This is an optimization exercise on Yosys and OpenROAD, whose aim is small area, not a production implementation. Where RTL was checked, it was by simulation tests only, not by an equivalence proof against the original. Power is estimated from default activity; no workload was simulated.

Design legv8_datapath_hs, start of the top module:
module legv8_datapath_hs (
   input  logic        clk,
   input  logic        rst,
   input  logic        cw_valid,
   output logic        cw_ready,
   input  logic [26:0] cw,
   input  logic [31:0] k,
   output logic        mem_req,
   output logic        mem_we,
   output logic [12:0] mem_addr,
   output logic [31:0] mem_wdata,
   input  logic [31:0] mem_rdata,
   input  logic        mem_ack,
   output logic [31:0] pc,
   output logic [4:0]  status,
   output logic        busy,
   output logic        err_timeout,
   input  logic [3:0]  dbg_sel,
   output logic [31:0] dbg_data
);
Settings: LEC_CHECK=0, ABC_CLOCK_PERIOD_IN_PS=8000, CAP_MARGIN=20, CORE_MARGIN=2, CORE_UTILIZATION=45, SETUP_SLACK_MARGIN=0.2, SLEW_MARGIN=20, SYNTH_HIERARCHICAL=1, SYNTH_MINIMUM_KEEP_SIZE=0; clock period 16.0 ns.
standard.sh (not shown) runs the stock make flow with config.mk's settings and CLKGATE_MAP_FILE= SYNTH_SCRIPT=/design/flow/synth_recipe.tcl, a recipe that flattens the netlist after the stock synthesis.
==> flow/flow/run.sh <==
#!/bin/bash
# Standard ORFS layout (the standard.sh, standard synthesis unchanged) with
# two area-oriented knobs that ORFS reads from the environment:
#  - port buffers are the smallest buffer (every port still gets one);
#  - CTS adds no dummy balancing loads.
# ORFS writes each step's full log under orfs/logs/; make's own output goes to
# standard.log here.
set -euo pipefail
export BUFFER_PORTS_ARGS="-buffer_cell sky130_fd_sc_hd__buf_1"
export CTS_ARGS="-sink_clustering_enable -repair_clock_nets -dont_use_dummy_load"
bash standard.sh > standard.log 2>&1
Rerun with:
==> flow/flow/run.sh (replaced) <==
#!/bin/bash
# Standard ORFS layout (the standard.sh, standard synthesis unchanged) with
# two area-oriented knobs that ORFS reads from the environment:
#  - port buffers are the smallest buffer (every port still gets one);
#  - CTS clusters up to 30 sinks per leaf buffer and adds no dummy balancing loads.
# ORFS writes each step's full log under orfs/logs/; make's own output goes to
# standard.log here.
set -euo pipefail
export BUFFER_PORTS_ARGS="-buffer_cell sky130_fd_sc_hd__buf_1"
export CTS_ARGS="-sink_clustering_enable -repair_clock_nets -dont_use_dummy_load -sink_clustering_size 30 -sink_clustering_max_diameter 100"
bash standard.sh > standard.log 2>&1
- CAP_MARGIN: 20 -> 5
- CORE_UTILIZATION: 45 -> 50
- SLEW_MARGIN: 20 -> 5
What happened: Hold slack improves by 7.2 ps. Routed wire length shrinks by 5.5%. Sequential power barely changes. Non-clock buffer count goes down by 17. Via count came out lower by 0.63%. Combinational power is about the same. Power drops by 7.0%. Critical path depth is unchanged.
Rerun with:
- CORE_UTILIZATION: 50 -> 45
=> Area after synthesis is unchanged; via count rises by 0.34%; setup slack gains 42 ps; worst hold slack loses 4.1 ps; clock power rises by 13%; die area rises by 11%; total power rises by 1.5%; sequential cell count stays the same; combinational power stays flat.
Rerun with:
- CAP_MARGIN: 5 -> 20
- SLEW_MARGIN: 5 -> 20
Total power stays flat; cell count hardly moves; fmax stays flat; cell area hardly moves; worst setup slack gets worse by 11 ps; wire length stays flat; sequential share of layout area stays flat; die area stays the same; synthesized cell count is unchanged.


legv8_datapath_hs, a different RTL version from the one above (not shown whole).
Size: roughly 3,700 cells after synthesis, about 600 flip-flops, ~220 I/O pins, roughly 39,000 um2 of cells after synthesis.
Settings: LEC_CHECK=0, ABC_CLOCK_PERIOD_IN_PS=8000, CAP_MARGIN=20, CORE_MARGIN=2, CORE_UTILIZATION=45, CTS_BUF_LIST=sky130_fd_sc_hd__clkbuf_4 sky130_fd_sc_hd__clkbuf_8, SETUP_SLACK_MARGIN=0.2, SLEW_MARGIN=20; clock period 16.0 ns.
run.sh (not shown) runs the stock make flow with config.mk's settings and CLKGATE_MAP_FILE= SYNTH_SCRIPT=/design/flow/synth_recipe.tcl, a recipe that flattens the netlist after the stock synthesis.
Stock flow here: none of the scripts above is used.
The baseline finished clean.
Then changed:
Settings changed: CTS_BUF_LIST sky130_fd_sc_hd__clkbuf_4 sky130_fd_sc_hd__clkbuf_8 to unset.
What happened: The new run completed with no timing, DRC or antenna violations; power increases by 0.79%; wire length is about the same; clock-buffer cell count fell by 63; sequential cell count does not change; synthesized area is unchanged; clock power went up by about 6%; die area is unchanged; sequential share of layout area hardly moves; worst setup slack degrades by 96 ps; register-to-register slack loses 96 ps; global-route usage went down by 0.11 points.
No functional check of the RTL was part of any run of this note.

==> separate check: timing with driven ports <==
Ports are ideal in the flow. The routed layouts listed here were re-timed in OpenROAD.
Step 1, drivers: a clkbuf_16 drives clk and a buf_2 each remaining input, both assumed.
Step 2 adds t to the input delays and takes it off the output delays; t is the mean of the earliest and latest rising clock arrival at the registers after step 1. Input paths then give back, and output paths get back, about the clock's delay inside the block.
Slacks: ideal ports / drivers / drivers and shift; pairs: ideal ports / drivers.
run	shift t [ns]	setup WS [ns]	worst setup path at the end
the first run of note 1	0.678	1.399 / 1.399 / 1.399	register to register
the second run of note 1	0.714	1.382 / 1.382 / 1.382	register to register
the third run of note 1	0.649	1.424 / 1.424 / 1.424	register to register
the fourth run of note 1	0.649	1.413 / 1.413 / 1.413	register to register
the first run of note 2	0.892	0.690 / 0.690 / 0.690	register to register
the second run of note 2	0.728	0.594 / 0.594 / 0.594	register to register
After both steps every run listed still meets setup and hold.
